This is an optimization exercise on Yosys and OpenROAD, whose aim is small area, a short achievable clock period and few clock cycles per item, not a production implementation. At most, simulation tests tie the RTL to the original design; equivalence was not proved. Only the layout flow was run in runs 1 and 2; the RTL was not checked for function there.

## flow/design.v (module list and top-level ports; edited modules follow where they fit)
// module fp_mul_rr_sched: 186 lines
// module mul24: 2270 lines
// module bsel: 4 lines
// module bneg: 3 lines
// module fa3: 3 lines
// module bkadd48: 318 lines
module fp_mul_rr_sched #(
  parameter int NEXP  = 8,
  parameter int NSIG  = 23,
  parameter int NREQ  = 4,
  parameter int IDW   = $clog2(NREQ),
  parameter int NFLAG = 6
) (
  input  logic                           clk,
  input  logic                           rst_n,
  input  logic [NREQ-1:0]                req_valid,
  output logic [NREQ-1:0]                req_ready,
  input  logic [NREQ*(NEXP+NSIG+1)-1:0]  req_a,
  input  logic [NREQ*(NEXP+NSIG+1)-1:0]  req_b,
  input  logic [NREQ*3-1:0]              req_rnd,
  output logic                           rsp_valid,
  input  logic                           rsp_ready,
  output logic [NEXP+NSIG:0]             rsp_p,
  output logic [NFLAG-1:0]               rsp_flags,
  output logic [IDW-1:0]                 rsp_id,
  output logic                           busy
);
  // ...
==> flow/flow/run.sh <==
#!/bin/bash
# Standard ORFS layout (the standard.sh), with plain buffers on the ports
# instead of the delay cells buffer_ports picks by default.
set -euo pipefail
export BUFFER_PORTS_ARGS="-buffer_cell sky130_fd_sc_hd__buf_1"
bash standard.sh finish > standard_flow.log 2>&1
==> flow/standard.sh <==
#!/bin/bash
# synth_recipe.tcl (not shown) runs the flow's synth.tcl, then flattens the netlist and writes it again
# the make line also repeats each setting of config.mk as NAME=value (left out here)
make -C /OpenROAD-flow-scripts/flow DESIGN_CONFIG=/design/flow/config.mk WORK_HOME=/design/flow/orfs CLKGATE_MAP_FILE= SYNTH_SCRIPT=/design/flow/synth_recipe.tcl "${@:-finish}"
==> flow/config.mk <==
export PLATFORM = sky130hd
export DESIGN_NAME = fp_mul_rr_sched
export DESIGN_NICKNAME = fp_mul_rr_sched
export VERILOG_FILES = /design/flow/design.v
export SDC_FILE = /design/flow/constraint.sdc
export NUM_CORES = 4
export LEC_CHECK = 0
export CAP_MARGIN = 20
export CORE_MARGIN = 2
export CORE_UTILIZATION = 40
export SLEW_MARGIN = 20
export SYNTH_HIERARCHICAL = 1
==> flow/constraint.sdc <==
create_clock -name core_clock -period 18.0 [get_ports {clk}]
set_input_delay 3.6000 -clock core_clock [delete_from_list [all_inputs] [get_ports {clk}]]
set_output_delay 3.6000 -clock core_clock [all_outputs]
set_load 0.01 [all_outputs]
==> summary.txt, run 1 <==
status timing/DRC/antenna clean; initial antenna violation count 0; PortBufs 320; worst hold path type reg -> reg; layout cells sized above 1 7.69%; R2R setup slack 10.27 ns; Max stage delay on crit path 0.87 ns; Initial Util 40.4%; Post-DP HPWL 70300 um; vias post-DR 24171; # Post-CTS Setup Buffers 0; Reg with most FFs s2P; Area after DPL 28900 um^2; commonest cells after routing, fill and taps aside buf_1 (320), xor2_1 (305), fa_1 (291); inverters 133; sequential cell area share 16.8%; sequential element share of the synthesized area 18.7%; RSZ-0062 raised after global routing false; commonest non-fill, non-tap cell in the layout buf_1; Period minus WS final 9.09 ns; Die X 262 um; Post-Place Cells 3821; cell area after layout 29500 um^2; Vias/cell 6.27; final setup margin 8.91 ns; non-clock buffer count 387; Slowest cell on crit path mux2i_1; Cell variety after synth 95; Seq cells post-synth 192; grt total ovfl 0; met3 wire len 8010 um; top cell category multi-input gates
==> module fp_mul_rr_sched, before the edit <==
module fp_mul_rr_sched #(
  parameter int NEXP  = 8,
  parameter int NSIG  = 23,
  parameter int NREQ  = 4,
  parameter int IDW   = $clog2(NREQ),
  parameter int NFLAG = 6
) (
  input  logic                           clk,
  input  logic                           rst_n,
  input  logic [NREQ-1:0]                req_valid,
  output logic [NREQ-1:0]                req_ready,
  input  logic [NREQ*(NEXP+NSIG+1)-1:0]  req_a,
  input  logic [NREQ*(NEXP+NSIG+1)-1:0]  req_b,
  input  logic [NREQ*3-1:0]              req_rnd,
  output logic                           rsp_valid,
  input  logic                           rsp_ready,
  output logic [NEXP+NSIG:0]             rsp_p,
  output logic [NFLAG-1:0]               rsp_flags,
  output logic [IDW-1:0]                 rsp_id,
  output logic                           busy
);
  localparam int W = NEXP + NSIG + 1;
  logic            v2, adv2, adv3, take, room;
  logic [IDW-1:0]  rrPtr, s1Id, predIdx, ptrNext;
  logic [NREQ-1:0] s1Oh, s1Mask, predOh, predMask;
  logic            s1Ok, predOk;
  assign adv3 = !rsp_valid || rsp_ready;
  assign adv2 = !v2 || adv3;
  assign busy = v2 || rsp_valid;
  assign take = s1Ok && |(req_valid & s1Oh) && !(|(req_valid & s1Mask)) && (room || rsp_ready);
  assign req_ready = take ? s1Oh : '0;
  always_comb begin
    logic [IDW-1:0] cand;
    logic [NREQ-1:0] seen;
    ptrNext  = take ? s1Id : rrPtr;
    predOk   = 1'b0;
    predIdx  = ptrNext;
    predOh   = '0;
    predMask = '0;
    seen     = '0;
    for (int k = 1; k <= NREQ; k++) begin
      cand = ptrNext + IDW'(k);
      if (!predOk && req_valid[cand] && !(take && cand == s1Id)) begin
        predOk  = 1'b1;
        predIdx = cand;
        predOh[cand] = 1'b1;
        predMask = seen;
      end
      seen[cand] = 1'b1;
    end
  end
  always_ff @(posedge clk or negedge rst_n) begin
    if (!rst_n) begin
      v2        <= 1'b0;
      rsp_valid <= 1'b0;
      rrPtr     <= IDW'(NREQ - 1);
      s1Ok      <= 1'b0;
      room      <= 1'b0;
    end else begin
      if (adv2) v2 <= take;
      if (adv3) rsp_valid <= v2;
      rrPtr <= ptrNext;
      s1Ok  <= predOk;
      room  <= !((adv2 ? take : v2) && (adv3 ? v2 : rsp_valid));
    end
  end
  logic [W-1:0]   s1A, s1B;
  logic           s1Rnd, s1HidA, s1HidB;
  always_comb begin
    logic [W-1:0] a, b;
    logic [2:0]   r;
    a = '0; b = '0; r = '0;
    for (int i = 0; i < NREQ; i++) begin
      a |= req_a[i*W +: W] & {W{predOh[i]}};
      b |= req_b[i*W +: W] & {W{predOh[i]}};
      r |= req_rnd[i*3 +: 3] & {3{predOh[i]}};
    end
    s1In_a = a; s1In_b = b; s1In_r = (r == 3'b100);
  end
  logic [W-1:0] s1In_a, s1In_b;
  logic         s1In_r;
  always_ff @(posedge clk) begin
    s1A    <= s1In_a;
    s1B    <= s1In_b;
    s1Rnd  <= s1In_r;
    s1HidA <= |s1In_a[W-2:NSIG];
    s1HidB <= |s1In_b[W-2:NSIG];
    s1Id   <= predIdx;
    s1Oh   <= predOh;
    s1Mask <= predMask;
  end
  logic [NEXP-1:0] expA, expB;
  logic [NSIG-1:0] fracA, fracB;
  logic            nanA, nanB, infA, infB, zeroA, zeroB, subA, subB;
  logic [47:0]     prod;
  logic [4:0]      lzA, lzB;
  logic [5:0]      lzm;
  logic signed [10:0] k, d, c, u;
  assign expA  = s1A[W-2:NSIG];
  assign expB  = s1B[W-2:NSIG];
  assign fracA = s1A[NSIG-1:0];
  assign fracB = s1B[NSIG-1:0];
  assign subA  = ~(|expA);
  assign subB  = ~(|expB);
  assign nanA  = (&expA) & (|fracA);
  assign nanB  = (&expB) & (|fracB);
  assign infA  = (&expA) & ~(|fracA);
  assign infB  = (&expB) & ~(|fracB);
  assign zeroA = subA & ~(|fracA);
  assign zeroB = subB & ~(|fracB);
  mul24 uMul (.a({s1HidA, fracA}), .b({s1HidB, fracB}), .p(prod));
  always_comb begin
    lzA = 5'd24;
    for (int i = 0; i < NSIG; i++) if (fracA[i]) lzA = 5'(NSIG - i);
    if (!subA) lzA = 5'd0;
    lzB = 5'd24;
    for (int i = 0; i < NSIG; i++) if (fracB[i]) lzB = 5'(NSIG - i);
    if (!subB) lzB = 5'd0;
    lzm = 6'(lzA) + 6'(lzB);
    k = 11'({expA[7:1], expA[0] | subA}) + 11'({expB[7:1], expB[0] | subB}) - 11'sd127;
    d = k - 11'(lzm);
    c = (d >= 0) ? 11'(lzm) : k;
    u = 11'sd24 - c;
  end
  logic [47:0]    s2P;
  logic [5:0]     s2U;
  logic           s2Uz, s2DGe0, s2DGt0;
  logic [8:0]     s2D;
  logic           s2Sgn, s2Rnd, s2Nan, s2Inf, s2Zero, s2Snan;
  logic [IDW-1:0] s2Id;
  always_ff @(posedge clk) begin
    if (adv2) begin
      s2P    <= prod;
      s2U    <= u[5:0];
      s2Uz   <= u > 11'sd49;
      s2D    <= d[8:0];
      s2DGe0 <= d >= 0;
      s2DGt0 <= d > 0;
      s2Sgn  <= s1A[W-1] ^ s1B[W-1];
      s2Rnd  <= s1Rnd;
      s2Nan  <= nanA | nanB | (infA & zeroB) | (zeroA & infB);
      s2Inf  <= infA | infB;
      s2Zero <= zeroA | zeroB;
      s2Snan <= (nanA & ~fracA[NSIG-1]) | (nanB & ~fracB[NSIG-1]);
      s2Id   <= s1Id;
    end
  end
  logic [49:0] pExt;
  logic [25:0] q;
  logic        q47, fine, guard, ovf;
  logic [22:0] frac;
  logic [9:0]  e;
  logic [30:0] mag;
  logic [31:0] pOut;
  always_comb begin
    pExt  = {s2P, 2'b00};
    q     = s2Uz ? 26'b0 : 26'(pExt >> s2U);
    q47   = q[25];
    fine  = s2DGt0 & ~q47;
    frac  = fine ? q[23:1] : q[24:2];
    guard = fine ? q[0] : q[1];
    e     = s2DGe0 ? 10'(s2D) + 10'(q47) : 10'd0;
    ovf   = e > 10'd254;
    mag   = {e[7:0], frac} + 31'(s2Rnd & guard);
    if (s2Nan)                pOut = 32'h7FC00000;
    else if (s2Inf || ovf)    pOut = {s2Sgn, 8'hFF, 23'b0};
    else if (s2Zero)          pOut = {s2Sgn, 31'b0};
    else                      pOut = {s2Sgn, mag};
  end
  logic rSnan;
  always_ff @(posedge clk) begin
    if (adv3) begin
      rsp_p  <= pOut;
      rSnan  <= s2Snan;
      rsp_id <= s2Id;
    end
  end
  logic allOnes, allZero, fracNz;
  always_comb begin
    allOnes = &rsp_p[30:23];
    allZero = ~(|rsp_p[30:23]);
    fracNz  = |rsp_p[22:0];
    rsp_flags = {~allOnes & ~allZero, allZero & fracNz, allZero & ~fracNz,
                 allOnes & ~fracNz, allOnes & fracNz, rSnan};
  end
endmodule
==> run 2, diff against run 1 <==
--- a/flow/design.v
+++ b/flow/design.v
@@ -20,74 +20,78 @@
   output logic                           busy
 );
   localparam int W = NEXP + NSIG + 1;
-  logic            v2, adv2, adv3, take, room;
-  logic [IDW-1:0]  rrPtr, s1Id, predIdx, ptrNext;
-  logic [NREQ-1:0] s1Oh, s1Mask, predOh, predMask;
-  logic            s1Ok, predOk;
+  logic            v2, adv2, adv3, take, room, s1Ok, predOk;
+  logic [IDW-1:0]  s1Id, predIdx;
+  logic [NREQ-1:0] ptrOh, s1Oh, choiceOh, nextOh, predOh;
   assign adv3 = !rsp_valid || rsp_ready;
   assign adv2 = !v2 || adv3;
   assign busy = v2 || rsp_valid;
-  assign take = s1Ok && |(req_valid & s1Oh) && !(|(req_valid & s1Mask)) && (room || rsp_ready);
-  assign req_ready = take ? s1Oh : '0;
-  always_comb begin
-    logic [IDW-1:0] cand;
-    logic [NREQ-1:0] seen;
-    ptrNext  = take ? s1Id : rrPtr;
-    predOk   = 1'b0;
-    predIdx  = ptrNext;
-    predOh   = '0;
-    predMask = '0;
-    seen     = '0;
-    for (int k = 1; k <= NREQ; k++) begin
-      cand = ptrNext + IDW'(k);
-      if (!predOk && req_valid[cand] && !(take && cand == s1Id)) begin
-        predOk  = 1'b1;
-        predIdx = cand;
-        predOh[cand] = 1'b1;
-        predMask = seen;
+  function automatic logic [NREQ-1:0] rr_first(input logic [NREQ-1:0] v,
+                                               input logic [NREQ-1:0] startOh);
+    logic [NREQ-1:0] r;
+    logic            hit, clear;
+    for (int i = 0; i < NREQ; i++) begin
+      hit = 1'b0;
+      for (int gap = 1; gap <= NREQ; gap++) begin
+        clear = 1'b1;
+        for (int m = 1; m < gap; m++) clear = clear & ~v[(i - m + NREQ) % NREQ];
+        hit = hit | (startOh[(i - gap + NREQ) % NREQ] & clear);
       end
-      seen[cand] = 1'b1;
+      r[i] = v[i] & hit;
     end
+    rr_first = r;
+  endfunction
+  assign choiceOh  = rr_first(req_valid, ptrOh);
+  assign take      = s1Ok && |(choiceOh & s1Oh) && (room || rsp_ready);
+  assign req_ready = (s1Ok && (room || rsp_ready)) ? (choiceOh & s1Oh) : '0;
+  assign nextOh = rr_first(req_valid & ~s1Oh, s1Oh);
+  assign predOh = take ? nextOh : choiceOh;
+  assign predOk = |predOh;
+  always_comb begin
+    predIdx = '0;
+    for (int i = 0; i < NREQ; i++) if (predOh[i]) predIdx = IDW'(i);
   end
   always_ff @(posedge clk or negedge rst_n) begin
     if (!rst_n) begin
       v2        <= 1'b0;
       rsp_valid <= 1'b0;
-      rrPtr     <= IDW'(NREQ - 1);
+      ptrOh     <= NREQ'(1) << (NREQ - 1);
       s1Ok      <= 1'b0;
       room      <= 1'b0;
     end else begin
       if (adv2) v2 <= take;
       if (adv3) rsp_valid <= v2;
-      rrPtr <= ptrNext;
+      if (take) ptrOh <= s1Oh;
       s1Ok  <= predOk;
       room  <= !((adv2 ? take : v2) && (adv3 ? v2 : rsp_valid));
     end
   end
   logic [W-1:0]   s1A, s1B;
   logic           s1Rnd, s1HidA, s1HidB;
+  logic [W-1:0]   s1In_a, s1In_b;
+  logic           s1In_r, s1In_ha, s1In_hb;
   always_comb begin
     logic [W-1:0] a, b;
     logic [2:0]   r;
-    a = '0; b = '0; r = '0;
+    logic         ha, hb;
+    a = '0; b = '0; r = '0; ha = 1'b0; hb = 1'b0;
     for (int i = 0; i < NREQ; i++) begin
-      a |= req_a[i*W +: W] & {W{predOh[i]}};
-      b |= req_b[i*W +: W] & {W{predOh[i]}};
-      r |= req_rnd[i*3 +: 3] & {3{predOh[i]}};
+      a  |= req_a[i*W +: W] & {W{predOh[i]}};
+      b  |= req_b[i*W +: W] & {W{predOh[i]}};
+      r  |= req_rnd[i*3 +: 3] & {3{predOh[i]}};
+      ha |= (|req_a[i*W + NSIG +: NEXP]) & predOh[i];
+      hb |= (|req_b[i*W + NSIG +: NEXP]) & predOh[i];
     end
-    s1In_a = a; s1In_b = b; s1In_r = (r == 3'b100);
+    s1In_a = a; s1In_b = b; s1In_r = (r == 3'b100); s1In_ha = ha; s1In_hb = hb;
   end
-  logic [W-1:0] s1In_a, s1In_b;
-  logic         s1In_r;
   always_ff @(posedge clk) begin
     s1A    <= s1In_a;
     s1B    <= s1In_b;
     s1Rnd  <= s1In_r;
-    s1HidA <= |s1In_a[W-2:NSIG];
-    s1HidB <= |s1In_b[W-2:NSIG];
+    s1HidA <= s1In_ha;
+    s1HidB <= s1In_hb;
     s1Id   <= predIdx;
     s1Oh   <= predOh;
-    s1Mask <= predMask;
   end
   logic [NEXP-1:0] expA, expB;
   logic [NSIG-1:0] fracA, fracB;
@@ -124,15 +128,14 @@
   end
   logic [47:0]    s2P;
   logic [5:0]     s2U;
-  logic           s2Uz, s2DGe0, s2DGt0;
+  logic           s2DGe0, s2DGt0;
   logic [8:0]     s2D;
   logic           s2Sgn, s2Rnd, s2Nan, s2Inf, s2Zero, s2Snan;
   logic [IDW-1:0] s2Id;
   always_ff @(posedge clk) begin
     if (adv2) begin
       s2P    <= prod;
-      s2U    <= u[5:0];
-      s2Uz   <= u > 11'sd49;
+      s2U    <= (u > 11'sd49) ? 6'd63 : u[5:0];    
       s2D    <= d[8:0];
       s2DGe0 <= d >= 0;
       s2DGt0 <= d > 0;
@@ -152,9 +155,9 @@
   logic [9:0]  e;
   logic [30:0] mag;
   logic [31:0] pOut;
+  assign pExt = {s2P, 2'b00};
+  shr26 uShr (.x(pExt), .u(s2U), .q(q));
   always_comb begin
-    pExt  = {s2P, 2'b00};
-    q     = s2Uz ? 26'b0 : 26'(pExt >> s2U);
     q47   = q[25];
     fine  = s2DGt0 & ~q47;
     frac  = fine ? q[23:1] : q[24:2];
@@ -2782,3 +2785,448 @@
   assign c[47] = gg88;
   assign y = p ^ c;
 endmodule
+module shr26 (input logic [49:0] x, input logic [5:0] u, output logic [25:0] q);
+  logic [5:0] un;
+  assign un = ~u;
+  logic w1;
+  mxi uw1 (.a(x[32]), .b(x[0]), .s(u[5]), .sn(un[5]), .y(w1));
+  logic w2;
+  mxi uw2 (.a(x[33]), .b(x[1]), .s(u[5]), .sn(un[5]), .y(w2));
+  logic w3;
+  mxi uw3 (.a(x[34]), .b(x[2]), .s(u[5]), .sn(un[5]), .y(w3));
+  logic w4;
+  mxi uw4 (.a(x[35]), .b(x[3]), .s(u[5]), .sn(un[5]), .y(w4));
+  logic w5;
+  mxi uw5 (.a(x[36]), .b(x[4]), .s(u[5]), .sn(un[5]), .y(w5));
+  logic w6;
+  mxi uw6 (.a(x[37]), .b(x[5]), .s(u[5]), .sn(un[5]), .y(w6));
+  logic w7;
+  mxi uw7 (.a(x[38]), .b(x[6]), .s(u[5]), .sn(un[5]), .y(w7));
+  logic w8;
+  mxi uw8 (.a(x[39]), .b(x[7]), .s(u[5]), .sn(un[5]), .y(w8));
+  logic w9;
+  mxi uw9 (.a(x[40]), .b(x[8]), .s(u[5]), .sn(un[5]), .y(w9));
+  logic w10;
+  mxi uw10 (.a(x[41]), .b(x[9]), .s(u[5]), .sn(un[5]), .y(w10));
+  logic w11;
+  mxi uw11 (.a(x[42]), .b(x[10]), .s(u[5]), .sn(un[5]), .y(w11));
+  logic w12;
+  mxi uw12 (.a(x[43]), .b(x[11]), .s(u[5]), .sn(un[5]), .y(w12));
+  logic w13;
+  mxi uw13 (.a(x[44]), .b(x[12]), .s(u[5]), .sn(un[5]), .y(w13));
+  logic w14;
+  mxi uw14 (.a(x[45]), .b(x[13]), .s(u[5]), .sn(un[5]), .y(w14));
+  logic w15;
+  mxi uw15 (.a(x[46]), .b(x[14]), .s(u[5]), .sn(un[5]), .y(w15));
+  logic w16;
+  mxi uw16 (.a(x[47]), .b(x[15]), .s(u[5]), .sn(un[5]), .y(w16));
+  logic w17;
+  mxi uw17 (.a(x[48]), .b(x[16]), .s(u[5]), .sn(un[5]), .y(w17));
+  logic w18;
+  mxi uw18 (.a(x[49]), .b(x[17]), .s(u[5]), .sn(un[5]), .y(w18));
+  logic w19;
+  assign w19 = ~(un[5] & x[18]);
+  logic w20;
+  assign w20 = ~(un[5] & x[19]);
+  logic w21;
+  assign w21 = ~(un[5] & x[20]);
+  logic w22;
+  assign w22 = ~(un[5] & x[21]);
+  logic w23;
+  assign w23 = ~(un[5] & x[22]);
+  logic w24;
+  assign w24 = ~(un[5] & x[23]);
+  logic w25;
+  assign w25 = ~(un[5] & x[24]);
+  logic w26;
+  assign w26 = ~(un[5] & x[25]);
+  logic w27;
+  assign w27 = ~(un[5] & x[26]);
+  logic w28;
+  assign w28 = ~(un[5] & x[27]);
+  logic w29;
+  assign w29 = ~(un[5] & x[28]);
+  logic w30;
+  assign w30 = ~(un[5] & x[29]);
+  logic w31;
+  assign w31 = ~(un[5] & x[30]);
+  logic w32;
+  assign w32 = ~(un[5] & x[31]);
+  logic w33;
+  assign w33 = ~(un[5] & x[32]);
+  logic w34;
+  assign w34 = ~(un[5] & x[33]);
+  logic w35;
+  assign w35 = ~(un[5] & x[34]);
+  logic w36;
+  assign w36 = ~(un[5] & x[35]);
+  logic w37;
+  assign w37 = ~(un[5] & x[36]);
+  logic w38;
+  assign w38 = ~(un[5] & x[37]);
+  logic w39;
+  assign w39 = ~(un[5] & x[38]);
+  logic w40;
+  assign w40 = ~(un[5] & x[39]);
+  logic w41;
+  assign w41 = ~(un[5] & x[40]);
+  logic w42;
+  assign w42 = ~(un[5] & x[41]);
+  logic w43;
+  assign w43 = ~(un[5] & x[42]);
+  logic w44;
+  assign w44 = ~(un[5] & x[43]);
+  logic w45;
+  assign w45 = ~(un[5] & x[44]);
+  logic w46;
+  assign w46 = ~(un[5] & x[45]);
+  logic w47;
+  assign w47 = ~(un[5] & x[46]);
+  logic w48;
+  assign w48 = ~(un[5] & x[47]);
+  logic w49;
+  assign w49 = ~(un[5] & x[48]);
+  logic w50;
+  assign w50 = ~(un[5] & x[49]);
+  logic w51;
+  mxi uw51 (.a(w17), .b(w1), .s(u[4]), .sn(un[4]), .y(w51));
+  logic w52;
+  mxi uw52 (.a(w18), .b(w2), .s(u[4]), .sn(un[4]), .y(w52));
+  logic w53;
+  mxi uw53 (.a(w19), .b(w3), .s(u[4]), .sn(un[4]), .y(w53));
+  logic w54;
+  mxi uw54 (.a(w20), .b(w4), .s(u[4]), .sn(un[4]), .y(w54));
+  logic w55;
+  mxi uw55 (.a(w21), .b(w5), .s(u[4]), .sn(un[4]), .y(w55));
+  logic w56;
+  mxi uw56 (.a(w22), .b(w6), .s(u[4]), .sn(un[4]), .y(w56));
+  logic w57;
+  mxi uw57 (.a(w23), .b(w7), .s(u[4]), .sn(un[4]), .y(w57));
+  logic w58;
+  mxi uw58 (.a(w24), .b(w8), .s(u[4]), .sn(un[4]), .y(w58));
+  logic w59;
+  mxi uw59 (.a(w25), .b(w9), .s(u[4]), .sn(un[4]), .y(w59));
+  logic w60;
+  mxi uw60 (.a(w26), .b(w10), .s(u[4]), .sn(un[4]), .y(w60));
+  logic w61;
+  mxi uw61 (.a(w27), .b(w11), .s(u[4]), .sn(un[4]), .y(w61));
+  logic w62;
+  mxi uw62 (.a(w28), .b(w12), .s(u[4]), .sn(un[4]), .y(w62));
+  logic w63;
+  mxi uw63 (.a(w29), .b(w13), .s(u[4]), .sn(un[4]), .y(w63));
+  logic w64;
+  mxi uw64 (.a(w30), .b(w14), .s(u[4]), .sn(un[4]), .y(w64));
+  logic w65;
+  mxi uw65 (.a(w31), .b(w15), .s(u[4]), .sn(un[4]), .y(w65));
+  logic w66;
+  mxi uw66 (.a(w32), .b(w16), .s(u[4]), .sn(un[4]), .y(w66));
+  logic w67;
+  mxi uw67 (.a(w33), .b(w17), .s(u[4]), .sn(un[4]), .y(w67));
+  logic w68;
+  mxi uw68 (.a(w34), .b(w18), .s(u[4]), .sn(un[4]), .y(w68));
+  logic w69;
+  mxi uw69 (.a(w35), .b(w19), .s(u[4]), .sn(un[4]), .y(w69));
+  logic w70;
+  mxi uw70 (.a(w36), .b(w20), .s(u[4]), .sn(un[4]), .y(w70));
+  logic w71;
+  mxi uw71 (.a(w37), .b(w21), .s(u[4]), .sn(un[4]), .y(w71));
+  logic w72;
+  mxi uw72 (.a(w38), .b(w22), .s(u[4]), .sn(un[4]), .y(w72));
+  logic w73;
+  mxi uw73 (.a(w39), .b(w23), .s(u[4]), .sn(un[4]), .y(w73));
+  logic w74;
+  mxi uw74 (.a(w40), .b(w24), .s(u[4]), .sn(un[4]), .y(w74));
+  logic w75;
+  mxi uw75 (.a(w41), .b(w25), .s(u[4]), .sn(un[4]), .y(w75));
+  logic w76;
+  mxi uw76 (.a(w42), .b(w26), .s(u[4]), .sn(un[4]), .y(w76));
+  logic w77;
+  mxi uw77 (.a(w43), .b(w27), .s(u[4]), .sn(un[4]), .y(w77));
+  logic w78;
+  mxi uw78 (.a(w44), .b(w28), .s(u[4]), .sn(un[4]), .y(w78));
+  logic w79;
+  mxi uw79 (.a(w45), .b(w29), .s(u[4]), .sn(un[4]), .y(w79));
+  logic w80;
+  mxi uw80 (.a(w46), .b(w30), .s(u[4]), .sn(un[4]), .y(w80));
+  logic w81;
+  mxi uw81 (.a(w47), .b(w31), .s(u[4]), .sn(un[4]), .y(w81));
+  logic w82;
+  mxi uw82 (.a(w48), .b(w32), .s(u[4]), .sn(un[4]), .y(w82));
+  logic w83;
+  mxi uw83 (.a(w49), .b(w33), .s(u[4]), .sn(un[4]), .y(w83));
+  logic w84;
+  mxi uw84 (.a(w50), .b(w34), .s(u[4]), .sn(un[4]), .y(w84));
+  logic w85;
+  assign w85 = un[4] & ~w35;
+  logic w86;
+  assign w86 = un[4] & ~w36;
+  logic w87;
+  assign w87 = un[4] & ~w37;
+  logic w88;
+  assign w88 = un[4] & ~w38;
+  logic w89;
+  assign w89 = un[4] & ~w39;
+  logic w90;
+  assign w90 = un[4] & ~w40;
+  logic w91;
+  assign w91 = un[4] & ~w41;
+  logic w92;
+  mxi uw92 (.a(w59), .b(w51), .s(u[3]), .sn(un[3]), .y(w92));
+  logic w93;
+  mxi uw93 (.a(w60), .b(w52), .s(u[3]), .sn(un[3]), .y(w93));
+  logic w94;
+  mxi uw94 (.a(w61), .b(w53), .s(u[3]), .sn(un[3]), .y(w94));
+  logic w95;
+  mxi uw95 (.a(w62), .b(w54), .s(u[3]), .sn(un[3]), .y(w95));
+  logic w96;
+  mxi uw96 (.a(w63), .b(w55), .s(u[3]), .sn(un[3]), .y(w96));
+  logic w97;
+  mxi uw97 (.a(w64), .b(w56), .s(u[3]), .sn(un[3]), .y(w97));
+  logic w98;
+  mxi uw98 (.a(w65), .b(w57), .s(u[3]), .sn(un[3]), .y(w98));
+  logic w99;
+  mxi uw99 (.a(w66), .b(w58), .s(u[3]), .sn(un[3]), .y(w99));
+  logic w100;
+  mxi uw100 (.a(w67), .b(w59), .s(u[3]), .sn(un[3]), .y(w100));
+  logic w101;
+  mxi uw101 (.a(w68), .b(w60), .s(u[3]), .sn(un[3]), .y(w101));
+  logic w102;
+  mxi uw102 (.a(w69), .b(w61), .s(u[3]), .sn(un[3]), .y(w102));
+  logic w103;
+  mxi uw103 (.a(w70), .b(w62), .s(u[3]), .sn(un[3]), .y(w103));
+  logic w104;
+  mxi uw104 (.a(w71), .b(w63), .s(u[3]), .sn(un[3]), .y(w104));
+  logic w105;
+  mxi uw105 (.a(w72), .b(w64), .s(u[3]), .sn(un[3]), .y(w105));
+  logic w106;
+  mxi uw106 (.a(w73), .b(w65), .s(u[3]), .sn(un[3]), .y(w106));
+  logic w107;
+  mxi uw107 (.a(w74), .b(w66), .s(u[3]), .sn(un[3]), .y(w107));
+  logic w108;
+  mxi uw108 (.a(w75), .b(w67), .s(u[3]), .sn(un[3]), .y(w108));
+  logic w109;
+  mxi uw109 (.a(w76), .b(w68), .s(u[3]), .sn(un[3]), .y(w109));
+  logic w110;
+  mxi uw110 (.a(w77), .b(w69), .s(u[3]), .sn(un[3]), .y(w110));
+  logic w111;
+  mxi uw111 (.a(w78), .b(w70), .s(u[3]), .sn(un[3]), .y(w111));
+  logic w112;
+  mxi uw112 (.a(w79), .b(w71), .s(u[3]), .sn(un[3]), .y(w112));
+  logic w113;
+  mxi uw113 (.a(w80), .b(w72), .s(u[3]), .sn(un[3]), .y(w113));
+  logic w114;
+  mxi uw114 (.a(w81), .b(w73), .s(u[3]), .sn(un[3]), .y(w114));
+  logic w115;
+  mxi uw115 (.a(w82), .b(w74), .s(u[3]), .sn(un[3]), .y(w115));
+  logic w116;
+  mxi uw116 (.a(w83), .b(w75), .s(u[3]), .sn(un[3]), .y(w116));
+  logic w117;
+  mxi uw117 (.a(w84), .b(w76), .s(u[3]), .sn(un[3]), .y(w117));
+  logic w118;
+  mxi uw118 (.a(w85), .b(w77), .s(u[3]), .sn(un[3]), .y(w118));
+  logic w119;
+  mxi uw119 (.a(w86), .b(w78), .s(u[3]), .sn(un[3]), .y(w119));
+  logic w120;
+  mxi uw120 (.a(w87), .b(w79), .s(u[3]), .sn(un[3]), .y(w120));
+  logic w121;
+  mxi uw121 (.a(w88), .b(w80), .s(u[3]), .sn(un[3]), .y(w121));
+  logic w122;
+  mxi uw122 (.a(w89), .b(w81), .s(u[3]), .sn(un[3]), .y(w122));
+  logic w123;
+  mxi uw123 (.a(w90), .b(w82), .s(u[3]), .sn(un[3]), .y(w123));
+  logic w124;
+  mxi uw124 (.a(w91), .b(w83), .s(u[3]), .sn(un[3]), .y(w124));
+  logic w125;
+  mxi uw125 (.a(w96), .b(w92), .s(u[2]), .sn(un[2]), .y(w125));
+  logic w126;
+  mxi uw126 (.a(w97), .b(w93), .s(u[2]), .sn(un[2]), .y(w126));
+  logic w127;
+  mxi uw127 (.a(w98), .b(w94), .s(u[2]), .sn(un[2]), .y(w127));
+  logic w128;
+  mxi uw128 (.a(w99), .b(w95), .s(u[2]), .sn(un[2]), .y(w128));
+  logic w129;
+  mxi uw129 (.a(w100), .b(w96), .s(u[2]), .sn(un[2]), .y(w129));
+  logic w130;
+  mxi uw130 (.a(w101), .b(w97), .s(u[2]), .sn(un[2]), .y(w130));
+  logic w131;
+  mxi uw131 (.a(w102), .b(w98), .s(u[2]), .sn(un[2]), .y(w131));
+  logic w132;
+  mxi uw132 (.a(w103), .b(w99), .s(u[2]), .sn(un[2]), .y(w132));
+  logic w133;
+  mxi uw133 (.a(w104), .b(w100), .s(u[2]), .sn(un[2]), .y(w133));
+  logic w134;
+  mxi uw134 (.a(w105), .b(w101), .s(u[2]), .sn(un[2]), .y(w134));
+  logic w135;
+  mxi uw135 (.a(w106), .b(w102), .s(u[2]), .sn(un[2]), .y(w135));
+  logic w136;
+  mxi uw136 (.a(w107), .b(w103), .s(u[2]), .sn(un[2]), .y(w136));
+  logic w137;
+  mxi uw137 (.a(w108), .b(w104), .s(u[2]), .sn(un[2]), .y(w137));
+  logic w138;
+  mxi uw138 (.a(w109), .b(w105), .s(u[2]), .sn(un[2]), .y(w138));
+  logic w139;
+  mxi uw139 (.a(w110), .b(w106), .s(u[2]), .sn(un[2]), .y(w139));
+  logic w140;
+  mxi uw140 (.a(w111), .b(w107), .s(u[2]), .sn(un[2]), .y(w140));
+  logic w141;
+  mxi uw141 (.a(w112), .b(w108), .s(u[2]), .sn(un[2]), .y(w141));
+  logic w142;
+  mxi uw142 (.a(w113), .b(w109), .s(u[2]), .sn(un[2]), .y(w142));
+  logic w143;
+  mxi uw143 (.a(w114), .b(w110), .s(u[2]), .sn(un[2]), .y(w143));
+  logic w144;
+  mxi uw144 (.a(w115), .b(w111), .s(u[2]), .sn(un[2]), .y(w144));
+  logic w145;
+  mxi uw145 (.a(w116), .b(w112), .s(u[2]), .sn(un[2]), .y(w145));
+  logic w146;
+  mxi uw146 (.a(w117), .b(w113), .s(u[2]), .sn(un[2]), .y(w146));
+  logic w147;
+  mxi uw147 (.a(w118), .b(w114), .s(u[2]), .sn(un[2]), .y(w147));
+  logic w148;
+  mxi uw148 (.a(w119), .b(w115), .s(u[2]), .sn(un[2]), .y(w148));
+  logic w149;
+  mxi uw149 (.a(w120), .b(w116), .s(u[2]), .sn(un[2]), .y(w149));
+  logic w150;
+  mxi uw150 (.a(w121), .b(w117), .s(u[2]), .sn(un[2]), .y(w150));
+  logic w151;
+  mxi uw151 (.a(w122), .b(w118), .s(u[2]), .sn(un[2]), .y(w151));
+  logic w152;
+  mxi uw152 (.a(w123), .b(w119), .s(u[2]), .sn(un[2]), .y(w152));
+  logic w153;
+  mxi uw153 (.a(w124), .b(w120), .s(u[2]), .sn(un[2]), .y(w153));
+  logic w154;
+  mxi uw154 (.a(w127), .b(w125), .s(u[1]), .sn(un[1]), .y(w154));
+  logic w155;
+  mxi uw155 (.a(w128), .b(w126), .s(u[1]), .sn(un[1]), .y(w155));
+  logic w156;
+  mxi uw156 (.a(w129), .b(w127), .s(u[1]), .sn(un[1]), .y(w156));
+  logic w157;
+  mxi uw157 (.a(w130), .b(w128), .s(u[1]), .sn(un[1]), .y(w157));
+  logic w158;
+  mxi uw158 (.a(w131), .b(w129), .s(u[1]), .sn(un[1]), .y(w158));
+  logic w159;
+  mxi uw159 (.a(w132), .b(w130), .s(u[1]), .sn(un[1]), .y(w159));
+  logic w160;
+  mxi uw160 (.a(w133), .b(w131), .s(u[1]), .sn(un[1]), .y(w160));
+  logic w161;
+  mxi uw161 (.a(w134), .b(w132), .s(u[1]), .sn(un[1]), .y(w161));
+  logic w162;
+  mxi uw162 (.a(w135), .b(w133), .s(u[1]), .sn(un[1]), .y(w162));
+  logic w163;
+  mxi uw163 (.a(w136), .b(w134), .s(u[1]), .sn(un[1]), .y(w163));
+  logic w164;
+  mxi uw164 (.a(w137), .b(w135), .s(u[1]), .sn(un[1]), .y(w164));
+  logic w165;
+  mxi uw165 (.a(w138), .b(w136), .s(u[1]), .sn(un[1]), .y(w165));
+  logic w166;
+  mxi uw166 (.a(w139), .b(w137), .s(u[1]), .sn(un[1]), .y(w166));
+  logic w167;
+  mxi uw167 (.a(w140), .b(w138), .s(u[1]), .sn(un[1]), .y(w167));
+  logic w168;
+  mxi uw168 (.a(w141), .b(w139), .s(u[1]), .sn(un[1]), .y(w168));
+  logic w169;
+  mxi uw169 (.a(w142), .b(w140), .s(u[1]), .sn(un[1]), .y(w169));
+  logic w170;
+  mxi uw170 (.a(w143), .b(w141), .s(u[1]), .sn(un[1]), .y(w170));
+  logic w171;
+  mxi uw171 (.a(w144), .b(w142), .s(u[1]), .sn(un[1]), .y(w171));
+  logic w172;
+  mxi uw172 (.a(w145), .b(w143), .s(u[1]), .sn(un[1]), .y(w172));
+  logic w173;
+  mxi uw173 (.a(w146), .b(w144), .s(u[1]), .sn(un[1]), .y(w173));
+  logic w174;
+  mxi uw174 (.a(w147), .b(w145), .s(u[1]), .sn(un[1]), .y(w174));
+  logic w175;
+  mxi uw175 (.a(w148), .b(w146), .s(u[1]), .sn(un[1]), .y(w175));
+  logic w176;
+  mxi uw176 (.a(w149), .b(w147), .s(u[1]), .sn(un[1]), .y(w176));
+  logic w177;
+  mxi uw177 (.a(w150), .b(w148), .s(u[1]), .sn(un[1]), .y(w177));
+  logic w178;
+  mxi uw178 (.a(w151), .b(w149), .s(u[1]), .sn(un[1]), .y(w178));
+  logic w179;
+  mxi uw179 (.a(w152), .b(w150), .s(u[1]), .sn(un[1]), .y(w179));
+  logic w180;
+  mxi uw180 (.a(w153), .b(w151), .s(u[1]), .sn(un[1]), .y(w180));
+  logic w181;
+  mxi uw181 (.a(w155), .b(w154), .s(u[0]), .sn(un[0]), .y(w181));
+  logic w182;
+  mxi uw182 (.a(w156), .b(w155), .s(u[0]), .sn(un[0]), .y(w182));
+  logic w183;
+  mxi uw183 (.a(w157), .b(w156), .s(u[0]), .sn(un[0]), .y(w183));
+  logic w184;
+  mxi uw184 (.a(w158), .b(w157), .s(u[0]), .sn(un[0]), .y(w184));
+  logic w185;
+  mxi uw185 (.a(w159), .b(w158), .s(u[0]), .sn(un[0]), .y(w185));
+  logic w186;
+  mxi uw186 (.a(w160), .b(w159), .s(u[0]), .sn(un[0]), .y(w186));
+  logic w187;
+  mxi uw187 (.a(w161), .b(w160), .s(u[0]), .sn(un[0]), .y(w187));
+  logic w188;
+  mxi uw188 (.a(w162), .b(w161), .s(u[0]), .sn(un[0]), .y(w188));
+  logic w189;
+  mxi uw189 (.a(w163), .b(w162), .s(u[0]), .sn(un[0]), .y(w189));
+  logic w190;
+  mxi uw190 (.a(w164), .b(w163), .s(u[0]), .sn(un[0]), .y(w190));
+  logic w191;
+  mxi uw191 (.a(w165), .b(w164), .s(u[0]), .sn(un[0]), .y(w191));
+  logic w192;
+  mxi uw192 (.a(w166), .b(w165), .s(u[0]), .sn(un[0]), .y(w192));
+  logic w193;
+  mxi uw193 (.a(w167), .b(w166), .s(u[0]), .sn(un[0]), .y(w193));
+  logic w194;
+  mxi uw194 (.a(w168), .b(w167), .s(u[0]), .sn(un[0]), .y(w194));
+  logic w195;
+  mxi uw195 (.a(w169), .b(w168), .s(u[0]), .sn(un[0]), .y(w195));
+  logic w196;
+  mxi uw196 (.a(w170), .b(w169), .s(u[0]), .sn(un[0]), .y(w196));
+  logic w197;
+  mxi uw197 (.a(w171), .b(w170), .s(u[0]), .sn(un[0]), .y(w197));
+  logic w198;
+  mxi uw198 (.a(w172), .b(w171), .s(u[0]), .sn(un[0]), .y(w198));
+  logic w199;
+  mxi uw199 (.a(w173), .b(w172), .s(u[0]), .sn(un[0]), .y(w199));
+  logic w200;
+  mxi uw200 (.a(w174), .b(w173), .s(u[0]), .sn(un[0]), .y(w200));
+  logic w201;
+  mxi uw201 (.a(w175), .b(w174), .s(u[0]), .sn(un[0]), .y(w201));
+  logic w202;
+  mxi uw202 (.a(w176), .b(w175), .s(u[0]), .sn(un[0]), .y(w202));
+  logic w203;
+  mxi uw203 (.a(w177), .b(w176), .s(u[0]), .sn(un[0]), .y(w203));
+  logic w204;
+  mxi uw204 (.a(w178), .b(w177), .s(u[0]), .sn(un[0]), .y(w204));
+  logic w205;
+  mxi uw205 (.a(w179), .b(w178), .s(u[0]), .sn(un[0]), .y(w205));
+  logic w206;
+  mxi uw206 (.a(w180), .b(w179), .s(u[0]), .sn(un[0]), .y(w206));
+  assign q[0] = w181;
+  assign q[1] = w182;
+  assign q[2] = w183;
+  assign q[3] = w184;
+  assign q[4] = w185;
+  assign q[5] = w186;
+  assign q[6] = w187;
+  assign q[7] = w188;
+  assign q[8] = w189;
+  assign q[9] = w190;
+  assign q[10] = w191;
+  assign q[11] = w192;
+  assign q[12] = w193;
+  assign q[13] = w194;
+  assign q[14] = w195;
+  assign q[15] = w196;
+  assign q[16] = w197;
+  assign q[17] = w198;
+  assign q[18] = w199;
+  assign q[19] = w200;
+  assign q[20] = w201;
+  assign q[21] = w202;
+  assign q[22] = w203;
+  assign q[23] = w204;
+  assign q[24] = w205;
+  assign q[25] = w206;
+endmodule
+module mxi (input logic a, input logic b, input logic s, input logic sn, output logic y);
+  assign y = ~((a | sn) & (b | s));
+endmodule
==> summary.txt, run 2 <==
CTS tree yes; detailed router's first-iteration violation count 2465; Vias/cell 6.21 (-1.1%); vias post-DR 23109 (-4.4%); final WL 88500 um; CP Cell Sequence buf_1 > inv_2 > a21oi_1 > o311ai_1 > nand3_1 > nor2_1 > buf_1; initial antenna violation count 2 (+2); Slowest cell on crit path nor2_1; DRC errors left 0; crit end category output port; Post-Place Cells 3689 (-3.5%); critical path required time 14.40 ns; area of the multi-input gates 18800 um^2; first-pass GRT wire length 135000 um; Max stage delay on crit path 0.31 ns (-0.56 ns); Layout area overhead 11.7%; cts repair resizes 0; Worst Path Arrival 4.96 ns; GP Congestion 1.03; vias in the first global route 23110; Clk Latency, worst-skew pair 0.50 ns; maximum buffer depth of the clock tree 2; Post-synth top cells o22ai_1 (452), xor2_1 (309), fa_1 (291); skew final 0.0290 ns; Slew Limit Fails 0; top cells by area, synth fa_1 (24%), edfxtp_1 (13%), o22ai_1 (11%); Max H-tree Level 4; Worst path top cell family by delay simple AND/OR/NAND/NOR gates; YS warnings 7; Non-Filler Instances 3724; Post-synth ARST share 4.23%; Die H 253 um; Root Driver clkbuf_16; top-area cell type share of the netlist area 23.6%; WS Path Type in -> out; CTS buffer count 17; layout cells sized above 1 5.59% (-2.1 points); worst hold path type reg -> reg; worst hold slack 0.422 ns; Least-Margin Pin Slew 1.22 ns; Ports 321; Hold Fails Final Rpt 0; core area 61400 um^2; Worst Path Max Fanout 6; Post-DP HPWL 65300 um (-7.1%); PortBufs 320 (unchanged); Tcrit/Tclk final 47.6%; net count reported at finish 3583; router iterations before antenna repair 6; CTS Sinks 189; Die X 253 um (-3.5%); top_reg_cell synth edfxtp_1; sequential element share of the synthesized area 19.9% (+1.1 points); Final TNS setup 0 ns; Cell variety after synth 88 (-7.4%); largest net degree at the start of global routing 75; Filler cells 5860; Rel. slew slack 18.6%; RSZ-0062 raised after global routing false; Post-CTS Hold Buffers 0; Max Cap Viol 0; Seq cells post-synth 189 (-1.6%); biggest area consumer among synthesized cells fa_1; DRT antenna net count 0; Worst setup SP type primary input; maximum operating frequency 117 MHz; Clock Pin Slew Worst Setup and Hold Paths 0.08 ns; status timing/DRC/antenna clean; Post-synth EDFFs 108; Synth Cell Area 24700 um^2; Reg with most FFs s2P; Setup violations, final 0; Initial Util 40.3% (-0.11 points); die footprint 63800 um^2; FF/Latch Area 4920 um^2; max reg flops 48; grt total ovfl 0 (unchanged); commonest cells after routing, fill and taps aside o22ai_1 (452), buf_1 (320), xor2_1 (309); # Post-CTS Setup Buffers 0 (unchanged); DR WL/cell 23.8 um; count leader, synth o22ai_1; All-Layer GR Usage 27.5%; Buf/Inv on CP 3; Period minus WS final 8.56 ns (-0.531 ns); FP Rows 91; Gate Count Post-Synth 2603; CP most frequent cell buf_1; commonest non-fill, non-tap cell in the layout o22ai_1; Avg Cell Area, Syn 9.49 um^2
[run 2: changes by cell type after synthesis, sizes merged, moves of 35 or more]
cell,before,now
o22ai,289,452
a22oi,28,134
mux4,62,0
a222oi,56,0
nand2,244,190
mux2i,48,13
[run 2: worst paths after layout]
check | start | to | slack, ns | cells after the start
worst max-delay path | req_valid[1] | req_ready[0] | 9.44 | 7
worst min register to register | s1Id[1]$_SDFF_PP1_ | s2Id[1]$_DFFE_PN_ | 0.42 | 0
min in group asynchronous | rst_n | s1Ok$_DFF_PN0_ | 3.02 | 1
max in group asynchronous | rst_n | ptrOh[3]$_DFFE_PN1P_ | 14.66 | 1
worst min-delay path | s1Id[1]$_SDFF_PP1_ | s2Id[1]$_DFFE_PN_ | 0.42 | 0
worst max register to register | s1B[0]$_DFF_P_ | s2P[47]$_DFFE_PN_ | 9.83 | 20
[run 2: area by class of cell]
type / instances / share of cell area, %
flip-flops and latches: 189 / 17.8
diodes: 2 / 0.0181
clock inverters: 14 / 0.694
clock buffers: 18 / 1.63
multi-input cells: 2192 / 68.3
well taps: 790 / 3.58
repair buffers: 381 / 6.09
inverters: 138 / 1.88
[run 2: per-module statistics from Yosys, one instance, submodules excluded]
| module | flip-flops and latches | times used | cell area [um^2] | cells inside |
|---|---|---|---|---|
| mxi | 0 | 167 | 6.26 | 1 |
| fp_mul_rr_sched | 189 | 1 | 10500 | 1099 |
| bkadd48 | 0 | 1 | 2000 | 241 |
| fa3 | 0 | 264 | 20.0 | 1 |
| shr26 | 0 | 1 | 494 | 76 |
| mul24 | 0 | 1 | 1210 | 204 |
| bneg | 0 | 276 | 8.76 | 1 |
| bsel | 0 | 276 | 6.26 | 1 |
[run 2: logic make-up (layout without fill, tap and decap cells)]
logic type	count (synthesis)	after routing	share of synthesized area (%)
AO/OA/AOI/OAI	864	864	22.8
XOR/XNOR	370	370	13.3
adder cells (fa/ha/maj)	389	389	28.5
buffers and inverters	223	551	4.03
flip-flops	189	189	19.9
multiplexers	18	18	0.755
other	2	5	0.0304
AND/OR/NAND/NOR	548	548	10.7
[run 2: metal layers]
layer | track usage (%) | share of wire (%) | vias to the layer above
li1 | - | - | 10289
met1 | 35.8 | 41 | 11251
met2 | 43.6 | 46 | 1338
met3 | 5.78 | 9.0 | 231
met4 | 13.1 | 4.7 | 0
met5 | 0 | 0 | -
[run 2: metrics by stage]
step / setup slack (ns) / utilization [%] / cell area (um^2)
2_1_floorplan: 10.06 / - / 24700
3_3_place_gp: 9.44 / 43.9 / 26900
3_5_place_dp: 9.52 / 43.9 / 26900
4_1_cts: 9.50 / 44.9 / 27600
5_1_grt: 9.40 / 45.0 / 27600
6_report: 9.44 / 45.0 / 27600
[run 2: worst register-to-register path, delay by kind of cell (launching register included)]
kind / cells / cell delay, ns
buffers and inverters: 1 / 0.77
AND/OR/NAND/NOR: 4 / 1.34
XOR/XNOR: 2 / 0.37
AO/OA/AOI/OAI: 6 / 1.89
adder cells (fa/ha/maj): 7 / 3.12
flip-flops: 1 / 0.41
==> run 3, diff against run 2 <==
--- a/flow/design.v
+++ b/flow/design.v
@@ -70,20 +70,30 @@
   logic           s1Rnd, s1HidA, s1HidB;
   logic [W-1:0]   s1In_a, s1In_b;
   logic           s1In_r, s1In_ha, s1In_hb;
+  localparam int SW = 2 * W + 3;
+  logic [SW-1:0]   selIn [NREQ];
+  logic [SW-1:0]   selOut;
+  logic [NREQ-1:0] predN;
+  assign predN = ~predOh;
   always_comb begin
-    logic [W-1:0] a, b;
-    logic [2:0]   r;
-    logic         ha, hb;
-    a = '0; b = '0; r = '0; ha = 1'b0; hb = 1'b0;
-    for (int i = 0; i < NREQ; i++) begin
-      a  |= req_a[i*W +: W] & {W{predOh[i]}};
-      b  |= req_b[i*W +: W] & {W{predOh[i]}};
-      r  |= req_rnd[i*3 +: 3] & {3{predOh[i]}};
-      ha |= (|req_a[i*W + NSIG +: NEXP]) & predOh[i];
-      hb |= (|req_b[i*W + NSIG +: NEXP]) & predOh[i];
+    for (int i = 0; i < NREQ; i++)
+      selIn[i] = {req_a[i*W +: W], req_b[i*W +: W], req_rnd[i*3 +: 3] == 3'b100,
+                  |req_a[i*W + NSIG +: NEXP], |req_b[i*W + NSIG +: NEXP]};
+  end
+  if (NREQ == 4) begin : gSel4
+    for (genvar g = 0; g < SW; g++) begin : gBit
+      logic h01, h23;
+      mxi uLo (.a(selIn[0][g]), .b(selIn[1][g]), .sn(predN[0]), .s(predN[1]), .y(h01));
+      mxi uHi (.a(selIn[2][g]), .b(selIn[3][g]), .sn(predN[2]), .s(predN[3]), .y(h23));
+      assign selOut[g] = ~(h01 | h23);
+    end
+  end else begin : gSelN
+    always_comb begin
+      selOut = '0;
+      for (int i = 0; i < NREQ; i++) selOut |= selIn[i] & {SW{predOh[i]}};
     end
-    s1In_a = a; s1In_b = b; s1In_r = (r == 3'b100); s1In_ha = ha; s1In_hb = hb;
   end
+  assign {s1In_a, s1In_b, s1In_r, s1In_ha, s1In_hb} = selOut;
   always_ff @(posedge clk) begin
     s1A    <= s1In_a;
     s1B    <= s1In_b;
==> summary.txt, run 3 <==
CTS tree yes; Vias/cell 6.19 (-0.18%); Die H 250 um (-0.84%); first-pass GRT wire length 132000 um (-2.2%); Tcrit/Tclk final 46.9% (-0.70 points); Initial Util 40.4% (+0.13 points); vias in the first global route 22482 (-2.7%); Synth Cell Area 24300 um^2 (-1.7%); Period minus WS final 8.44 ns (-0.125 ns); GP Congestion 0.981 (-4.6%); maximum buffer depth of the clock tree 2 (unchanged); skew final 0.0174 ns (-0.0116 ns); All-Layer GR Usage 27.2% (-0.30 points); Setup violations, final 0 (unchanged); router iterations before antenna repair 6 (unchanged); Least-Margin Pin Slew 1.23 ns (+0.00682 ns); CTS buffer count 17 (unchanged); Clk Latency, worst-skew pair 0.49 ns (about the same); Avg Cell Area, Syn 9.50 um^2 (about the same); Post-CTS Hold Buffers 0 (unchanged); WS Path Type in -> out; detailed router's first-iteration violation count 2488 (+0.93%); net count reported at finish 3572 (-0.31%); CTS Sinks 189 (unchanged); top-area cell type share of the netlist area 24.0% (+0.41 points); Area after DPL 26700 um^2 (-0.93%); crit end category output port; Filler cells 5819 (-0.70%); count leader, synth o22ai_1; commonest non-fill, non-tap cell in the layout o22ai_1; Hold Fails Final Rpt 0 (unchanged); largest net degree at the start of global routing 75 (unchanged); FP Rows 90 (-1.1%); max reg flops 48 (unchanged); die footprint 62700 um^2 (-1.7%); Cell variety after synth 86 (-2.3%); DRT antenna net count 0 (unchanged); grt total ovfl 0 (unchanged); # Post-CTS Setup Buffers 0 (unchanged); Die X 250 um (-0.84%); core area 60100 um^2 (-2.0%); Post-DP HPWL 63400 um (-2.9%); cell area after layout 27300 um^2 (-1.1%); Post-synth top cells o22ai_1 (583), xor2_1 (311), fa_1 (291); vias post-DR 22938 (-0.74%); biggest area consumer among synthesized cells fa_1; worst hold path type reg -> reg; Reg with most FFs s2P; PortBufs 320 (unchanged); maximum operating frequency 119 MHz (+1.5%); RSZ-0062 raised after global routing false; Post-synth ARST share 4.23% (unchanged); Layout area overhead 12.4%; layout cells sized above 1 5.10% (-0.49 points); Post-synth EDFFs 108 (unchanged); Seq cells post-synth 189 (unchanged); Final Util 45.4% (+0.42 points); Root Driver clkbuf_16; cts repair resizes 0 (unchanged); YS warnings 9 (+2); n_diodes 0 (-2); status timing/DRC/antenna clean; critical path required time 14.40 ns (about the same); Clock Pin Slew Worst Setup and Hold Paths 0.08 ns (about the same); Final TNS setup 0 ns (unchanged); initial antenna violation count 3 (+1); top cells by area, synth fa_1 (24%), o22ai_1 (15%), edfxtp_1 (13%); Ports 321 (unchanged); Worst setup SP type primary input; sequential element share of the synthesized area 20.2% (+0.34 points); Slew Limit Fails 0 (unchanged); Worst Path Arrival 4.84 ns (-0.12 ns); Max H-tree Level 4 (unchanged); top_reg_cell synth edfxtp_1; Max Cap Viol 0 (unchanged); Worst Path Max Fanout 7 (+1); Rel. slew slack 18.1% (-0.46 points); Gate Count Post-Synth 2557 (-1.8%); commonest cells after routing, fill and taps aside o22ai_1 (583), buf_1 (320), xor2_1 (311); DR WL/cell 23.5 um (-0.94%); final WL 87200 um (-1.5%); DRC errors left 0 (unchanged)
==> run 3: cell count changes in the layout (fill, tap and decap cells not counted), sizes merged, moves of 9 or more <==
cell | previous run | this run
a22oi | 134 | 1
o22ai | 452 | 583
mux2i | 13 | 4
nor2 | 119 | 187
nand2 | 190 | 125
==> run 3: cell families (layout without fill, tap and decap cells) <==
family	Yosys count	count (layout)	share of synthesized area, %
other	2	3	0.0309
multiplexers	12	12	0.551
AND/OR/NAND/NOR	545	545	11.0
flip-flops	189	189	20.2
XOR/XNOR	374	374	13.5
AO/OA/AOI/OAI	854	854	22.2
adder cells (fa/ha/maj)	390	390	29.1
buffers and inverters	191	554	3.45
==> run 3: layout make-up <==
class / count / area [um^2] / area share [%]
Clock buffer: 17 / 425 / 1.56
Clock inverter: 15 / 195 / 0.715
Inverter: 141 / 529 / 1.94
Multi-Input combinational cell: 2178 / 18600 / 68.1
Sequential cell: 189 / 4910 / 18.0
Tap cell: 782 / 978 / 3.59
Timing Repair Buffer: 381 / 1660 / 6.08
==> run 3: worst paths after layout <==
path                               startpoint              endpoint  slack (ns)  cells past startpoint
setup / recovery                 req_valid[1]          req_ready[0]        9.56                      9
hold / removal             s1Id[1]$_SDFF_PP1_     s2Id[1]$_DFFE_PN_        0.41                      0
setup reg to reg               s1B[0]$_DFF_P_     s2P[45]$_DFFE_PN_       10.01                     19
hold reg to reg            s1Id[1]$_SDFF_PP1_     s2Id[1]$_DFFE_PN_        0.41                      0
max in group asynchronous               rst_n  ptrOh[3]$_DFFE_PN1P_       14.61                      1
min in group asynchronous               rst_n  ptrOh[2]$_DFFE_PN0P_        3.03                      1
==> run 3: modules after synthesis, one instance, submodules excluded <==
module | flops+latches | times used
bneg | 0 | 276
bsel | 0 | 276
mxi | 0 | 301
shr26 | 0 | 1
bkadd48 | 0 | 1
mul24 | 0 | 1
fa3 | 0 | 264
fp_mul_rr_sched | 189 | 1
==> run 3: metal layers <==
metal	part of all wire, %	up-vias	global-route usage, %
met4	4.9	6	13.3
li1	-	10229	-
met1	40	11184	35.5
met5	0.048	-	0
met2	45	1312	42.6
met3	9.4	207	6.00
==> run 3: worst max-delay path, stage by stage <==
cell	delay (ns)
buf_1	0.27
inv_1	0.12
a21oi_1	0.19
nor2_1	0.06
nor2_1	0.09
nor2_1	0.05
o211ai_1	0.23
nor2_1	0.07
buf_1	0.15
==> run 3: metrics by stage <==
step                hold slack, ns  setup slack [ns]  cells
global route                 0.422              9.37   3703
floorplan                    0.386             10.02   2558
CTS                          0.409              9.55   3703
global placement             0.387              9.52   3671
detailed placement           0.389              9.55   3671
finish                       0.409              9.56   3703
Testbench counts of run 3, summed over its fixed seeds: cycles 14,682, items 12,800.
==> run 4, diff against run 3 <==
--- a/flow/design.v
+++ b/flow/design.v
@@ -20,9 +20,11 @@
   output logic                           busy
 );
   localparam int W = NEXP + NSIG + 1;
-  logic            v2, adv2, adv3, take, room, s1Ok, predOk;
+  logic            v2, adv2, adv3, take, room;
   logic [IDW-1:0]  s1Id, predIdx;
-  logic [NREQ-1:0] ptrOh, s1Oh, choiceOh, nextOh, predOh;
+  logic [NREQ-1:0] ptrOh, s1Oh, choiceOh, nextOh, predOh, ptrNext;
+  logic [NREQ-1:0] s1Mask, predMask;
+  logic            go;
   assign adv3 = !rsp_valid || rsp_ready;
   assign adv2 = !v2 || adv3;
   assign busy = v2 || rsp_valid;
@@ -41,12 +43,31 @@
     end
     rr_first = r;
   endfunction
+  function automatic logic [NREQ-1:0] between(input logic [NREQ-1:0] p,
+                                              input logic [NREQ-1:0] q);
+    logic [NREQ-1:0] r;
+    logic            seenQ;
+    for (int j = 0; j < NREQ; j++) begin
+      r[j]  = 1'b0;
+      seenQ = 1'b0;
+      for (int d = 1; d < NREQ; d++) begin
+        seenQ = seenQ | q[(j - d + 1 + NREQ) % NREQ];
+        r[j]  = r[j] | (p[(j - d + NREQ) % NREQ] & ~seenQ);
+      end
+    end
+    between = r;
+  endfunction
+  assign go        = room || rsp_ready;
+  assign take      = |(req_valid & s1Oh) && !(|(req_valid & s1Mask)) && go;
+  always_comb begin
+    for (int i = 0; i < NREQ; i++)
+      req_ready[i] = s1Oh[i] && req_valid[i] && !(|(req_valid & s1Mask)) && go;
+  end
   assign choiceOh  = rr_first(req_valid, ptrOh);
-  assign take      = s1Ok && |(choiceOh & s1Oh) && (room || rsp_ready);
-  assign req_ready = (s1Ok && (room || rsp_ready)) ? (choiceOh & s1Oh) : '0;
   assign nextOh = rr_first(req_valid & ~s1Oh, s1Oh);
-  assign predOh = take ? nextOh : choiceOh;
-  assign predOk = |predOh;
+  assign predOh   = take ? nextOh : choiceOh;
+  assign ptrNext  = take ? s1Oh : ptrOh;
+  assign predMask = between(ptrNext, predOh);
   always_comb begin
     predIdx = '0;
     for (int i = 0; i < NREQ; i++) if (predOh[i]) predIdx = IDW'(i);
@@ -56,13 +77,13 @@
       v2        <= 1'b0;
       rsp_valid <= 1'b0;
       ptrOh     <= NREQ'(1) << (NREQ - 1);
-      s1Ok      <= 1'b0;
+      s1Oh      <= '0;
       room      <= 1'b0;
     end else begin
       if (adv2) v2 <= take;
       if (adv3) rsp_valid <= v2;
-      if (take) ptrOh <= s1Oh;
-      s1Ok  <= predOk;
+      ptrOh <= ptrNext;
+      s1Oh  <= predOh;
       room  <= !((adv2 ? take : v2) && (adv3 ? v2 : rsp_valid));
     end
   end
@@ -101,15 +122,16 @@
     s1HidA <= s1In_ha;
     s1HidB <= s1In_hb;
     s1Id   <= predIdx;
-    s1Oh   <= predOh;
+    s1Mask <= predMask;
   end
   logic [NEXP-1:0] expA, expB;
   logic [NSIG-1:0] fracA, fracB;
   logic            nanA, nanB, infA, infB, zeroA, zeroB, subA, subB;
   logic [47:0]     prod;
-  logic [4:0]      lzA, lzB;
-  logic [5:0]      lzm;
-  logic signed [10:0] k, d, c, u;
+  logic [4:0]      lzA, lzB, lzm;
+  logic [8:0]      sumE;
+  logic signed [10:0] d;
+  logic [5:0]      uL, uR;
   assign expA  = s1A[W-2:NSIG];
   assign expB  = s1B[W-2:NSIG];
   assign fracA = s1A[NSIG-1:0];
@@ -130,24 +152,23 @@
     lzB = 5'd24;
     for (int i = 0; i < NSIG; i++) if (fracB[i]) lzB = 5'(NSIG - i);
     if (!subB) lzB = 5'd0;
-    lzm = 6'(lzA) + 6'(lzB);
-    k = 11'({expA[7:1], expA[0] | subA}) + 11'({expB[7:1], expB[0] | subB}) - 11'sd127;
-    d = k - 11'(lzm);
-    c = (d >= 0) ? 11'(lzm) : k;
-    u = 11'sd24 - c;
+    lzm = lzA | lzB;
+    sumE = 9'({expA[7:1], expA[0] | subA}) + 9'({expB[7:1], expB[0] | subB});
+    d = 11'(sumE) - 11'sd127 - 11'(lzm);
+    uL = 6'd24 - 6'(lzm);
+    uR = (sumE < 9'd102) ? 6'd63 : 6'(9'd151 - sumE);
   end
   logic [47:0]    s2P;
   logic [5:0]     s2U;
-  logic           s2DGe0, s2DGt0;
-  logic [8:0]     s2D;
+  logic           s2DGt0;
+  logic [7:0]     s2E;
   logic           s2Sgn, s2Rnd, s2Nan, s2Inf, s2Zero, s2Snan;
   logic [IDW-1:0] s2Id;
   always_ff @(posedge clk) begin
     if (adv2) begin
       s2P    <= prod;
-      s2U    <= (u > 11'sd49) ? 6'd63 : u[5:0];    
-      s2D    <= d[8:0];
-      s2DGe0 <= d >= 0;
+      s2U    <= (d >= 0) ? uL : uR;
+      s2E    <= (d < 0) ? 8'd0 : (d > 11'sd255) ? 8'd255 : d[7:0];    
       s2DGt0 <= d > 0;
       s2Sgn  <= s1A[W-1] ^ s1B[W-1];
       s2Rnd  <= s1Rnd;
@@ -172,7 +193,7 @@
     fine  = s2DGt0 & ~q47;
     frac  = fine ? q[23:1] : q[24:2];
     guard = fine ? q[0] : q[1];
-    e     = s2DGe0 ? 10'(s2D) + 10'(q47) : 10'd0;
+    e     = 10'(s2E) + 10'(q47);    
     ovf   = e > 10'd254;
     mag   = {e[7:0], frac} + 31'(s2Rnd & guard);
     if (s2Nan)                pOut = 32'h7FC00000;
==> flow/flow/run.sh (replaced) <==
#!/bin/bash
# Standard ORFS layout (the standard.sh), with plain buffers on the ports
# instead of the delay cells buffer_ports picks by default, and with timing
# repair asked to keep a setup margin, so that it works on the paths that set
# the achieved period rather than stopping once the 18 ns clock is met.
set -euo pipefail
export BUFFER_PORTS_ARGS="-buffer_cell sky130_fd_sc_hd__buf_1"
export SETUP_SLACK_MARGIN=10.6
bash standard.sh finish > standard_flow.log 2>&1
==> summary.txt, run 4 <==
YS warnings 9 (unchanged); Post-DP HPWL 64700 um (+2.2%); top cells by area, synth fa_1 (24%), o22ai_1 (15%), edfxtp_1 (13%); vias in the first global route 22908 (+1.9%); final WL 88200 um (+1.2%); core area 60200 um^2 (+0.19%); Root Driver clkbuf_16; GP Congestion 0.976 (-0.48%); Post-synth EDFFs 106 (-1.9%); Gate Count Post-Synth 2560 (+0.12%); max reg flops 48 (unchanged); CTS Sinks 190 (+0.53%); vias post-DR 23152 (+0.93%); FF/Latch Area 4950 um^2 (+0.82%); All-Layer GR Usage 27.5% (+0.30 points); worst hold path type reg -> reg; Rel. slew slack 16.9% (-1.2 points); top_reg_cell synth edfxtp_1; DRT antenna net count 0 (unchanged); Clk Latency, worst-skew pair 0.49 ns (about the same); commonest cells after routing, fill and taps aside o22ai_1 (591), buf_1 (312), xor2_1 (299); status timing/DRC/antenna clean; skew final 0.0158 ns (-0.00153 ns); Ports 321 (unchanged); layout cells sized above 1 6.67% (+1.6 points); Setup violations, final 0 (unchanged); Tcrit/Tclk final 44.1% (-2.7 points); Worst setup SP type primary input; Period minus WS final 7.94 ns (-0.493 ns); Max H-tree Level 4 (unchanged); WS Path Type in -> out; Hold Fails Final Rpt 0 (unchanged); Clock Pin Slew Worst Setup and Hold Paths 0.08 ns (about the same); crit end category output port; Slew Limit Fails 0 (unchanged); area of the multi-input gates 18700 um^2 (+0.45%); count leader, synth o22ai_1; Cell variety after synth 98 (+14%); maximum operating frequency 126 MHz (+6.2%); Reg with most FFs s2P; sequential element share of the synthesized area 20.2% (+0.034 points); Worst Path Max Fanout 5 (-2); Post-CTS Hold Buffers 0 (unchanged); PortBufs 320 (unchanged); Synth Cell Area 24300 um^2 (+0.14%); router iterations before antenna repair 6 (unchanged); CTS tree yes; Post-synth top cells o22ai_1 (591), xor2_1 (299), fa_1 (290)
## run 4: logic make-up (layout without fill, tap and decap cells)
family / after synthesis / count (layout) / share of synthesized area [%]
AOI/OAI and AO/OA: 889 / 889 / 23.3
xor gates and xnor gates: 365 / 365 / 13.2
adders and majority gates: 378 / 378 / 28.4
buffers and inverters: 183 / 545 / 3.32
DFF: 190 / 190 / 20.2
muxes: 10 / 10 / 0.427
other: 2 / 5 / 0.0309
and+or+nand+nor: 543 / 543 / 11.1
## run 4: stage by stage
stage	cell area, um^2	instances	utilization [%]	hold slack (ns)	setup WS, ns
5_1_grt	27700	3707	45.9	0.422	9.98
2_1_floorplan	24400	2561	-	0.386	10.31
3_5_place_dp	26600	3656	44.1	0.396	9.85
4_1_cts	27300	3689	45.3	0.409	10.05
3_3_place_gp	26600	3656	44.1	0.389	9.94
6_report	27700	3707	45.9	0.410	10.06
## run 4: final timing paths
path,start,cells past startpoint,endpoint,slack [ns]
setup / recovery,req_valid[0],5,req_ready[2],10.06
hold / removal,s1Id[0]$_SDFF_PP1_,0,s2Id[0]$_DFFE_PN_,0.41
setup reg to reg,s1B[11]$_DFF_P_,21,s2P[46]$_DFFE_PN_,10.84
hold reg to reg,s1Id[0]$_SDFF_PP1_,0,s2Id[0]$_DFFE_PN_,0.41
max in group asynchronous,rst_n,1,v2$_DFF_PN0_,14.50
min in group asynchronous,rst_n,1,s1Oh[2]$_DFF_PN0_,3.10
## run 4: per-module statistics from Yosys (local to each module, per instance), excerpt
| module | flops+latches | cells inside | times used |
|---|---|---|---|
| shr26 | 0 | 76 | 1 |
| bkadd48 | 0 | 234 | 1 |
| mxi | 0 | 1 | 301 |
| bneg | 0 | 1 | 276 |
| fa3 | 0 | 1 | 264 |
| fp_mul_rr_sched | 190 | 929 | 1 |
| bsel | 0 | 1 | 276 |
## run 4: cell type report
class | count | share of cell area [%]
Sequential cell | 190 | 17.9
Timing Repair inverter | 2 | 0.0362
Clock buffer | 18 | 1.63
Inverter | 131 | 1.87
Timing Repair Buffer | 380 | 6.80
Multi-Input combinational cell | 2188 | 67.5
Antenna cell | 2 | 0.0181
Clock inverter | 14 | 0.674
Tap cell | 782 | 3.54
## run 4: layer usage
metal | global-route usage [%] | vias up | wire (um)
li1 | - | 10303 | -
met1 | 35.9 | 11247 | 35500
met2 | 44.6 | 1345 | 40700
met4 | 11.7 | 4 | 4130
met3 | 5.22 | 253 | 7850
met5 | 0 | - | 23
## run 4: critical path, cell delays in order
cell and delay [ns]:
buf_8 0.10, a22oi_2 0.14, o211ai_1 0.19, nor2_1 0.17, buf_2 0.15
## run 4: timing repair
item                                    CTS  global route
endpoints found under the hold margin     0             0
pin swaps                                 5             5
gates resized for setup                  32            25
endpoints found under the setup margin   23            18
gates cloned                              0             2
setup buffers                             1            10
Testbench counts of run 4, summed over its fixed seeds: cycles 14,682, items 12,800.

## static timing again, ports no longer ideal
How much do the figures lean on ideal ports? The routed layouts below were timed once more, with nothing changed but the port constraints.
Step 1 assumes that a clkbuf_16 drives the clock port and a buf_2 every other input.
Step 2 adds t to the input delays and takes it off the output delays; t is the mean of the earliest and latest rising clock arrival at the registers after step 1. Input paths then give back, and output paths get back, about the clock's delay inside the block.
Slacks: ideal / step 1 / step 2; pairs: ideal / step 1.
| run | t (ns) | slack for setup (ns) | slew at the worst register clock pin (ns) | worst data-port slew with drivers (ns) |
|---|---|---|---|---|
| run 1 | 0.534 | 8.906 / 8.936 / 8.401 | 0.09 / 0.09 | 0.10 |
| run 2 | 0.546 | 9.437 / 9.410 / 9.410 | 0.10 / 0.10 | 0.10 |
| run 3 | 0.540 | 9.562 / 9.529 / 9.529 | 0.09 / 0.09 | 0.08 |
| run 4 | 0.543 | 10.055 / 10.010 / 10.010 | 0.09 / 0.09 | 0.16 |
After both steps every run listed still meets setup and hold. The setup slack of run 1, which loses most, moves by +0.030 ns with the drivers and by -0.505 ns with both steps.
